Context: an optimization exercise on an open-source flow, tuned for small area. The choices shown serve that exercise and are no tape-out recipe. Function was checked by simulation only, so behaviour that the tests miss may differ from the original. Power and IR drop assume default switching activity.

==> module uart_channel, before the edit <==
module uart_channel #(
  parameter int CLKS_PER_BIT = 520,
  parameter int FIFO_DEPTH   = 16
) (
  input  logic         PHY_CLKOUT,
  input  logic         RESET_IN,
  input  logic         port_rx_valid,               
  input  logic [7:0]   port_rx_data,
  output logic         port_full,                   
  output logic         port_up_empty,               
  output logic [$clog2(FIFO_DEPTH + 1)-1:0] port_up_lvl,  
  input  logic         port_tx_pop,                 
  output logic [8*FIFO_DEPTH-1:0] port_up_mem,      
  output logic         uart_txd_o,
  input  logic         uart_rxd_i
);
  localparam int QW = $clog2(FIFO_DEPTH + 1);
  localparam bit USE_LFSR = (CLKS_PER_BIT == 520);
  localparam int TW       = USE_LFSR ? 10 : $clog2(CLKS_PER_BIT);
  localparam logic [TW-1:0] LD_BIT  = USE_LFSR ? TW'(10'h24e) : TW'(CLKS_PER_BIT - 1);
  localparam logic [TW-1:0] LD_HALF = USE_LFSR ? TW'(10'h1bc) : TW'(CLKS_PER_BIT / 2 - 1);
  if (USE_LFSR) begin : g_lfsr
    assign tx_tmr_step = {tx_tmr[8:0], tx_tmr[9] ^ tx_tmr[6]};
    assign rx_tmr_step = {rx_tmr[8:0], rx_tmr[9] ^ rx_tmr[6]};
    assign tx_tmr_end  = &tx_tmr;
    assign rx_tmr_end  = &rx_tmr;
  end else begin : g_count
    assign tx_tmr_step = tx_tmr - 1'b1;
    assign rx_tmr_step = rx_tmr - 1'b1;
    assign tx_tmr_end  = (tx_tmr == '0);
    assign rx_tmr_end  = (rx_tmr == '0);
  end
  logic         down_empty;
  logic         down_pop;
  logic [7:0]   down_data;
  logic [QW-1:0] down_lvl;
  logic         tx_busy;
  logic [9:0]   tx_shift;                           
  logic [TW-1:0] tx_tmr;
  logic [TW-1:0] tx_tmr_step;
  logic          tx_tmr_end;
  logic         tx_tick;
  byte_fifo #(.FIFO_DEPTH(FIFO_DEPTH)) down_fifo_inst (
    .PHY_CLKOUT  (PHY_CLKOUT),
    .RESET_IN    (RESET_IN),
    .push_i      (port_rx_valid & ~port_full),
    .push_data_i (port_rx_data),
    .pop_i       (down_pop),
    .pop_data_o  (down_data),
    .full_o      (port_full),
    .empty_o     (down_empty),
    .lvl_o       (down_lvl),
    .mem_o       ()
  );
  assign down_pop   = ~tx_busy & ~down_empty;
  assign tx_tick    = tx_busy & tx_tmr_end;
  assign uart_txd_o = tx_shift[0];
  always_ff @(posedge PHY_CLKOUT) begin
    tx_tmr <= (down_pop | tx_tick) ? LD_BIT : tx_tmr_step;
  end
  always_ff @(posedge PHY_CLKOUT) begin
    if (RESET_IN) begin
      tx_busy     <= 1'b0;
      tx_shift[0] <= 1'b1;
    end else if (down_pop) begin
      tx_busy     <= 1'b1;
      tx_shift[0] <= 1'b0;
    end else if (tx_tick) begin
      if (tx_shift[9:1] == '0) begin
        tx_busy   <= 1'b0;                          
      end else begin
        tx_shift[0] <= tx_shift[1];
      end
    end
  end
  always_ff @(posedge PHY_CLKOUT) begin
    if (down_pop) begin
      tx_shift[9:1] <= {1'b1, down_data};
    end else if (tx_tick) begin
      tx_shift[9:1] <= {1'b0, tx_shift[9:2]};
    end
  end
  logic         rxd_meta;
  logic         rxd_sync;
  logic         rx_active;
  logic         rx_start;                           
  logic         rx_done;                            
  logic [TW-1:0] rx_tmr;
  logic [TW-1:0] rx_tmr_step;
  logic          rx_tmr_end;
  logic         rx_tick;
  logic [8:0]   rx_shift;                           
  logic         up_full;
  always_ff @(posedge PHY_CLKOUT) begin
    if (RESET_IN) begin
      rxd_meta <= 1'b1;
      rxd_sync <= 1'b1;
    end else begin
      rxd_meta <= uart_rxd_i;
      rxd_sync <= rxd_meta;
    end
  end
  assign rx_tick = rx_active & rx_tmr_end;
  always_ff @(posedge PHY_CLKOUT) begin
    if (!rx_active) rx_tmr <= LD_HALF;
    else if (rx_tick) rx_tmr <= LD_BIT;
    else rx_tmr <= rx_tmr_step;
  end
  always_ff @(posedge PHY_CLKOUT) begin
    if (RESET_IN) begin
      rx_active <= 1'b0;
    end else begin
      if (!rx_active) begin
        if (!rxd_sync) rx_active <= 1'b1;
      end else if (rx_tick) begin
        if (rx_start ? rxd_sync : rx_shift[0]) begin
          rx_active <= 1'b0;                        
        end
      end
    end
  end
  assign rx_done = ~rx_active & rx_shift[0];
  assign rx_start = ~|rx_shift;
  always_ff @(posedge PHY_CLKOUT) begin
    if (!rx_active) begin
      rx_shift[8:1] <= 8'h00;
    end else if (rx_tick & rx_start) begin
      rx_shift[8:1] <= 8'h80;
    end else if (rx_active & rx_tick & ~rx_shift[0]) begin
      rx_shift[8:1] <= {rxd_sync, rx_shift[8:2]};   
    end
  end
  always_ff @(posedge PHY_CLKOUT) begin
    if (RESET_IN | ~rx_active) begin
      rx_shift[0] <= 1'b0;
    end else if (rx_tick) begin
      rx_shift[0] <= rx_start ? 1'b0 : rx_shift[0] ? rxd_sync : rx_shift[1];
    end
  end
  byte_fifo #(.FIFO_DEPTH(FIFO_DEPTH)) up_fifo_inst (
    .PHY_CLKOUT  (PHY_CLKOUT),
    .RESET_IN    (RESET_IN),
    .push_i      (rx_done & ~up_full),              
    .push_data_i (rx_shift[8:1]),
    .pop_i       (port_tx_pop),
    .pop_data_o  (),
    .full_o      (up_full),
    .empty_o     (port_up_empty),
    .lvl_o       (port_up_lvl),
    .mem_o       (port_up_mem)
  );
endmodule
export LEC_CHECK = 0
export ABC_AREA = 1
export CAP_MARGIN = 20
export CORE_MARGIN = 2
export CORE_UTILIZATION = 55
export PLACE_DENSITY = 0.7
export SLEW_MARGIN = 20
create_clock -name core_clock -period 10.0 [get_ports {PHY_CLKOUT}]
standard.sh (not shown) runs the stock make flow with config.mk's settings and CLKGATE_MAP_FILE= SYNTH_SCRIPT=/design/flow/synth_recipe.tcl, a recipe that flattens the netlist after the stock synthesis.
==> flow/flow/run.sh <==
#!/bin/bash
# Standard ORFS layout (standard.sh), with these changes:
#  - synthesis: no adder extraction (ADDER_MAP_FILE empty) and an area-oriented ABC
#    script (flow/abc_area.script) for the combinational logic; flip-flop mapping,
#    flattening and renaming are the standard ones, so the registers are the same;
#  - port buffers are buf_1;
#  - clock tree synthesis arguments from flow/cts_args.txt (small clock buffers,
#    no dummy loads).
# Each tool's output stays in orfs/logs/; make's own output goes to standard.log.
set -euo pipefail
work=$PWD
cp -r "$FLOW_HOME/scripts" "$work/myscripts"
cp "$work/flow/abc_area.script" "$work/myscripts/abc_area.script"
export BUFFER_PORTS_ARGS="-buffer_cell sky130_fd_sc_hd__buf_1"
export CTS_ARGS="$(cat "$work/flow/cts_args.txt")"
bash standard.sh SCRIPTS_DIR="$work/myscripts" ABC_AREA=1 ADDER_MAP_FILE= finish > "$work/standard.log" 2>&1
==> flow/flow/abc_area.script <==
strash
&get -n
&fraig -x
&put
dc2
strash
&get -n
&dch -f
&nf -R 1000
&put
strash
&get -n
&dch -f
&nf -R 1000
&put
strash
&get -n
&dch -f
&nf -R 1000
&put
strash
&get -n
&dch -f
&nf -R 1000
&put
strash
&get -n
&dch -f
&nf -R 1000
&put
==> flow/flow/cts_args.txt <==
-sink_clustering_enable -repair_clock_nets -sink_clustering_size 16 -sink_clustering_max_diameter 80 -buf_list {sky130_fd_sc_hd__clkbuf_4 sky130_fd_sc_hd__clkbuf_8} -dont_use_dummy_load
==> next run, changes <==
--- a/flow/design.v
+++ b/flow/design.v
@@ -169,11 +169,15 @@
     end
   end
   assign rx_done = ~rx_active & rx_shift[0];
-  assign rx_start = ~|rx_shift;
   always_ff @(posedge PHY_CLKOUT) begin
     if (!rx_active) begin
-      rx_shift[8:1] <= 8'h00;
-    end else if (rx_tick & rx_start) begin
+      rx_start <= 1'b1;
+    end else if (rx_tick) begin
+      rx_start <= 1'b0;
+    end
+  end
+  always_ff @(posedge PHY_CLKOUT) begin
+    if (rx_active & rx_tick & rx_start) begin
       rx_shift[8:1] <= 8'h80;
     end else if (rx_active & rx_tick & ~rx_shift[0]) begin
       rx_shift[8:1] <= {rxd_sync, rx_shift[8:2]};   
Result: Design area stays flat. Synthesized area stays flat. Worst setup slack improved by 190 ps. Via count falls by 1.3%. Clock skew falls by 25 ps. Count of clock-buffer cells in the layout stays the same. Combinational power rises by 32%.

---

Setup of job 103:
usb_bridge_top, a different RTL version from the one above (not shown whole).
Size: roughly 960 flip-flops, about 48 I/O pins, about 0.034 mm2 of cells after synthesis.
==> module uart_channel, before the edit <==
module uart_channel #(
  parameter int CLKS_PER_BIT = 520,
  parameter int FIFO_DEPTH   = 16
) (
  input  logic         PHY_CLKOUT,
  input  logic         RESET_IN,
  input  logic         port_rx_valid,               
  input  logic [7:0]   port_rx_data,
  output logic         port_full,                   
  output logic         port_up_empty,               
  output logic [$clog2(FIFO_DEPTH + 1)-1:0] port_up_lvl,  
  input  logic         port_tx_pop,                 
  output logic [8*FIFO_DEPTH-1:0] port_up_mem,      
  output logic         uart_txd_o,
  input  logic         uart_rxd_i
);
  localparam int QW = $clog2(FIFO_DEPTH + 1);
  localparam bit USE_LFSR = (CLKS_PER_BIT == 520);
  localparam int TW       = USE_LFSR ? 10 : $clog2(CLKS_PER_BIT);
  localparam logic [TW-1:0] LD_BIT  = USE_LFSR ? TW'(10'h24e) : TW'(CLKS_PER_BIT - 1);
  localparam logic [TW-1:0] LD_HALF = USE_LFSR ? TW'(10'h1bc) : TW'(CLKS_PER_BIT / 2 - 1);
  if (USE_LFSR) begin : g_lfsr
    assign tx_tmr_step = {tx_tmr[8:0], tx_tmr[9] ^ tx_tmr[6]};
    assign rx_tmr_step = {rx_tmr[8:0], rx_tmr[9] ^ rx_tmr[6]};
    assign tx_tmr_end  = &tx_tmr;
    assign rx_tmr_end  = &rx_tmr;
  end else begin : g_count
    assign tx_tmr_step = tx_tmr - 1'b1;
    assign rx_tmr_step = rx_tmr - 1'b1;
    assign tx_tmr_end  = (tx_tmr == '0);
    assign rx_tmr_end  = (rx_tmr == '0);
  end
  logic         down_empty;
  logic         down_pop;
  logic [7:0]   down_data;
  logic [QW-1:0] down_lvl;
  logic         tx_busy;
  logic [9:0]   tx_shift;                           
  logic [TW-1:0] tx_tmr;
  logic [TW-1:0] tx_tmr_step;
  logic          tx_tmr_end;
  logic         tx_tick;
  byte_fifo #(.FIFO_DEPTH(FIFO_DEPTH)) down_fifo_inst (
    .PHY_CLKOUT  (PHY_CLKOUT),
    .RESET_IN    (RESET_IN),
    .push_i      (port_rx_valid & ~port_full),
    .push_data_i (port_rx_data),
    .pop_i       (down_pop),
    .pop_data_o  (down_data),
    .full_o      (port_full),
    .empty_o     (down_empty),
    .lvl_o       (down_lvl),
    .mem_o       ()
  );
  assign down_pop   = ~tx_busy & ~down_empty;
  assign tx_tick    = tx_busy & tx_tmr_end;
  assign uart_txd_o = tx_shift[0];
  always_ff @(posedge PHY_CLKOUT) begin
    tx_tmr <= (down_pop | tx_tick) ? LD_BIT : tx_tmr_step;
  end
  always_ff @(posedge PHY_CLKOUT) begin
    if (RESET_IN) begin
      tx_busy     <= 1'b0;
      tx_shift[0] <= 1'b1;
    end else if (down_pop) begin
      tx_busy     <= 1'b1;
      tx_shift[0] <= 1'b0;
    end else if (tx_tick) begin
      if (tx_shift[9:1] == '0) begin
        tx_busy   <= 1'b0;                          
      end else begin
        tx_shift[0] <= tx_shift[1];
      end
    end
  end
  always_ff @(posedge PHY_CLKOUT) begin
    if (down_pop) begin
      tx_shift[9:1] <= {1'b1, down_data};
    end else if (tx_tick) begin
      tx_shift[9:1] <= {1'b0, tx_shift[9:2]};
    end
  end
  logic         rxd_meta;
  logic         rxd_sync;
  logic         rx_active;
  logic         rx_start;                           
  logic         rx_done;                            
  logic [TW-1:0] rx_tmr;
  logic [TW-1:0] rx_tmr_step;
  logic          rx_tmr_end;
  logic         rx_tick;
  logic [8:0]   rx_shift;                           
  logic         up_full;
  always_ff @(posedge PHY_CLKOUT) begin
    if (RESET_IN) begin
      rxd_meta <= 1'b1;
      rxd_sync <= 1'b1;
    end else begin
      rxd_meta <= uart_rxd_i;
      rxd_sync <= rxd_meta;
    end
  end
  assign rx_tick = rx_active & rx_tmr_end;
  always_ff @(posedge PHY_CLKOUT) begin
    if (!rx_active) rx_tmr <= LD_HALF;
    else if (rx_tick) rx_tmr <= LD_BIT;
    else rx_tmr <= rx_tmr_step;
  end
  always_ff @(posedge PHY_CLKOUT) begin
    if (RESET_IN) begin
      rx_active <= 1'b0;
      rx_done   <= 1'b0;
    end else begin
      rx_done <= 1'b0;
      if (!rx_active) begin
        if (!rxd_sync) rx_active <= 1'b1;
      end else if (rx_tick) begin
        if (rx_start ? rxd_sync : rx_shift[0]) begin
          rx_active <= 1'b0;                        
          rx_done   <= ~rx_start & rxd_sync;        
        end
      end
    end
  end
  always_ff @(posedge PHY_CLKOUT) begin
    if (!rx_active) begin
      rx_start <= 1'b1;
    end else if (rx_tick) begin
      rx_start <= 1'b0;
    end
  end
  always_ff @(posedge PHY_CLKOUT) begin
    if (rx_active & rx_tick & rx_start) begin
      rx_shift <= 9'h100;
    end else if (rx_active & rx_tick & ~rx_shift[0]) begin
      rx_shift <= {rxd_sync, rx_shift[8:1]};        
    end
  end
  byte_fifo #(.FIFO_DEPTH(FIFO_DEPTH)) up_fifo_inst (
    .PHY_CLKOUT  (PHY_CLKOUT),
    .RESET_IN    (RESET_IN),
    .push_i      (rx_done & ~up_full),              
    .push_data_i (rx_shift[8:1]),
    .pop_i       (port_tx_pop),
    .pop_data_o  (),
    .full_o      (up_full),
    .empty_o     (port_up_empty),
    .lvl_o       (port_up_lvl),
    .mem_o       (port_up_mem)
  );
endmodule
==> flow/config.mk <==
export PLATFORM = sky130hd
export DESIGN_NAME = usb_bridge_top
export DESIGN_NICKNAME = usb_bridge_top
export VERILOG_FILES = /design/flow/design.v
export SDC_FILE = /design/flow/constraint.sdc
export NUM_CORES = 4
export LEC_CHECK = 0
export ABC_AREA = 1
export CAP_MARGIN = 20
export CORE_MARGIN = 2
export CORE_UTILIZATION = 40
export SLEW_MARGIN = 20
==> flow/constraint.sdc <==
create_clock -name core_clock -period 10.0 [get_ports {PHY_CLKOUT}]
set_input_delay 2.0000 -clock core_clock [delete_from_list [all_inputs] [get_ports {PHY_CLKOUT}]]
set_output_delay 2.0000 -clock core_clock [all_outputs]
set_load 0.01 [all_outputs]
==> flow/flow/abc_area.script <==
strash
&get -n
&fraig -x
&put
dc2
strash
&get -n
&dch -f
&nf -R 1000
&put
strash
&get -n
&dch -f
&nf -R 1000
&put
Scripts as last shown in full above: flow/flow/run.sh, flow/flow/cts_args.txt
The following lists how job 101 was set up differently from job 103:
diff --git a/flow/design.v b/flow/design.v
--- a/flow/design.v
+++ b/flow/design.v
@@ -158,19 +158,17 @@
   always_ff @(posedge PHY_CLKOUT) begin
     if (RESET_IN) begin
       rx_active <= 1'b0;
-      rx_done   <= 1'b0;
     end else begin
-      rx_done <= 1'b0;
       if (!rx_active) begin
         if (!rxd_sync) rx_active <= 1'b1;
       end else if (rx_tick) begin
         if (rx_start ? rxd_sync : rx_shift[0]) begin
           rx_active <= 1'b0;                        
-          rx_done   <= ~rx_start & rxd_sync;        
         end
       end
     end
   end
+  assign rx_done = ~rx_active & rx_shift[0];
   always_ff @(posedge PHY_CLKOUT) begin
     if (!rx_active) begin
       rx_start <= 1'b1;
@@ -180,9 +178,16 @@
   end
   always_ff @(posedge PHY_CLKOUT) begin
     if (rx_active & rx_tick & rx_start) begin
-      rx_shift <= 9'h100;
+      rx_shift[8:1] <= 8'h80;
     end else if (rx_active & rx_tick & ~rx_shift[0]) begin
-      rx_shift <= {rxd_sync, rx_shift[8:1]};        
+      rx_shift[8:1] <= {rxd_sync, rx_shift[8:2]};   
+    end
+  end
+  always_ff @(posedge PHY_CLKOUT) begin
+    if (RESET_IN | ~rx_active) begin
+      rx_shift[0] <= 1'b0;
+    end else if (rx_tick) begin
+      rx_shift[0] <= rx_start ? 1'b0 : rx_shift[0] ? rxd_sync : rx_shift[1];
     end
   end
   byte_fifo #(.FIFO_DEPTH(FIFO_DEPTH)) up_fifo_inst (
- Job 101 and job 103 ended up with roughly the same core utilization.
- Going from job 103 to job 101, sequential standard cell area essentially unchanged; final standard cell area without fillers flat.
- Across both runs, power density over the cells was lower for job 101 than for job 103.
- Of job 101 and job 103, the lower worst setup slack belongs to job 101.
- Route | job 101 vs job 103 | wire shorter in job 101
- The detailed-placement wirelength estimate was comparable across job 101 and job 103.
- Looking at job 101 and job 103, the starting density of the core is a wash.
- Job 101 vs job 103: global-route usage over all layers down
- [compare] base=job 103 new=job 101: routed length per placed instance fell by 1.6%, share of synthesized area spent on multiplexers stayed essentially flat, total power of the final layout fell by about 0.9%.

static timing again, ports no longer ideal:
How much do the figures lean on ideal ports? The routed layouts below were timed once more, with nothing changed but the port constraints. Step 1 assumes that a clkbuf_16 drives the clock port and a buf_2 every other input. Step 2 moves the port delays by t, midway between the first and last clock arrival at a register: inputs arrive t later, outputs are due t later. That takes back most of the time a late clock gives input paths. Three values: no drivers, after step 1, after step 2; two values: the first two.
| run | t (ns) | setup WS [ns] | worst setup path after step 2 | slew at the worst register clock pin (ns) | worst data-port slew with drivers (ns) |
|---|---|---|---|---|---|
| the first run of note 1 | 0.715 | 4.071 / 4.013 / 4.728 | register to output | 0.11 / 0.11 | 0.04 |
| the second run of note 1 | 0.725 | 4.263 / 4.205 / 4.662 | input to register | 0.11 / 0.11 | 0.07 |
| job 103 | 0.726 | 4.228 / 4.168 / 4.894 | register to output | 0.11 / 0.11 | 0.06 |
| job 101 | 0.721 | 4.154 / 4.095 / 4.816 | register to output | 0.11 / 0.11 | 0.03 |
After both steps setup and hold are still met in every run listed.
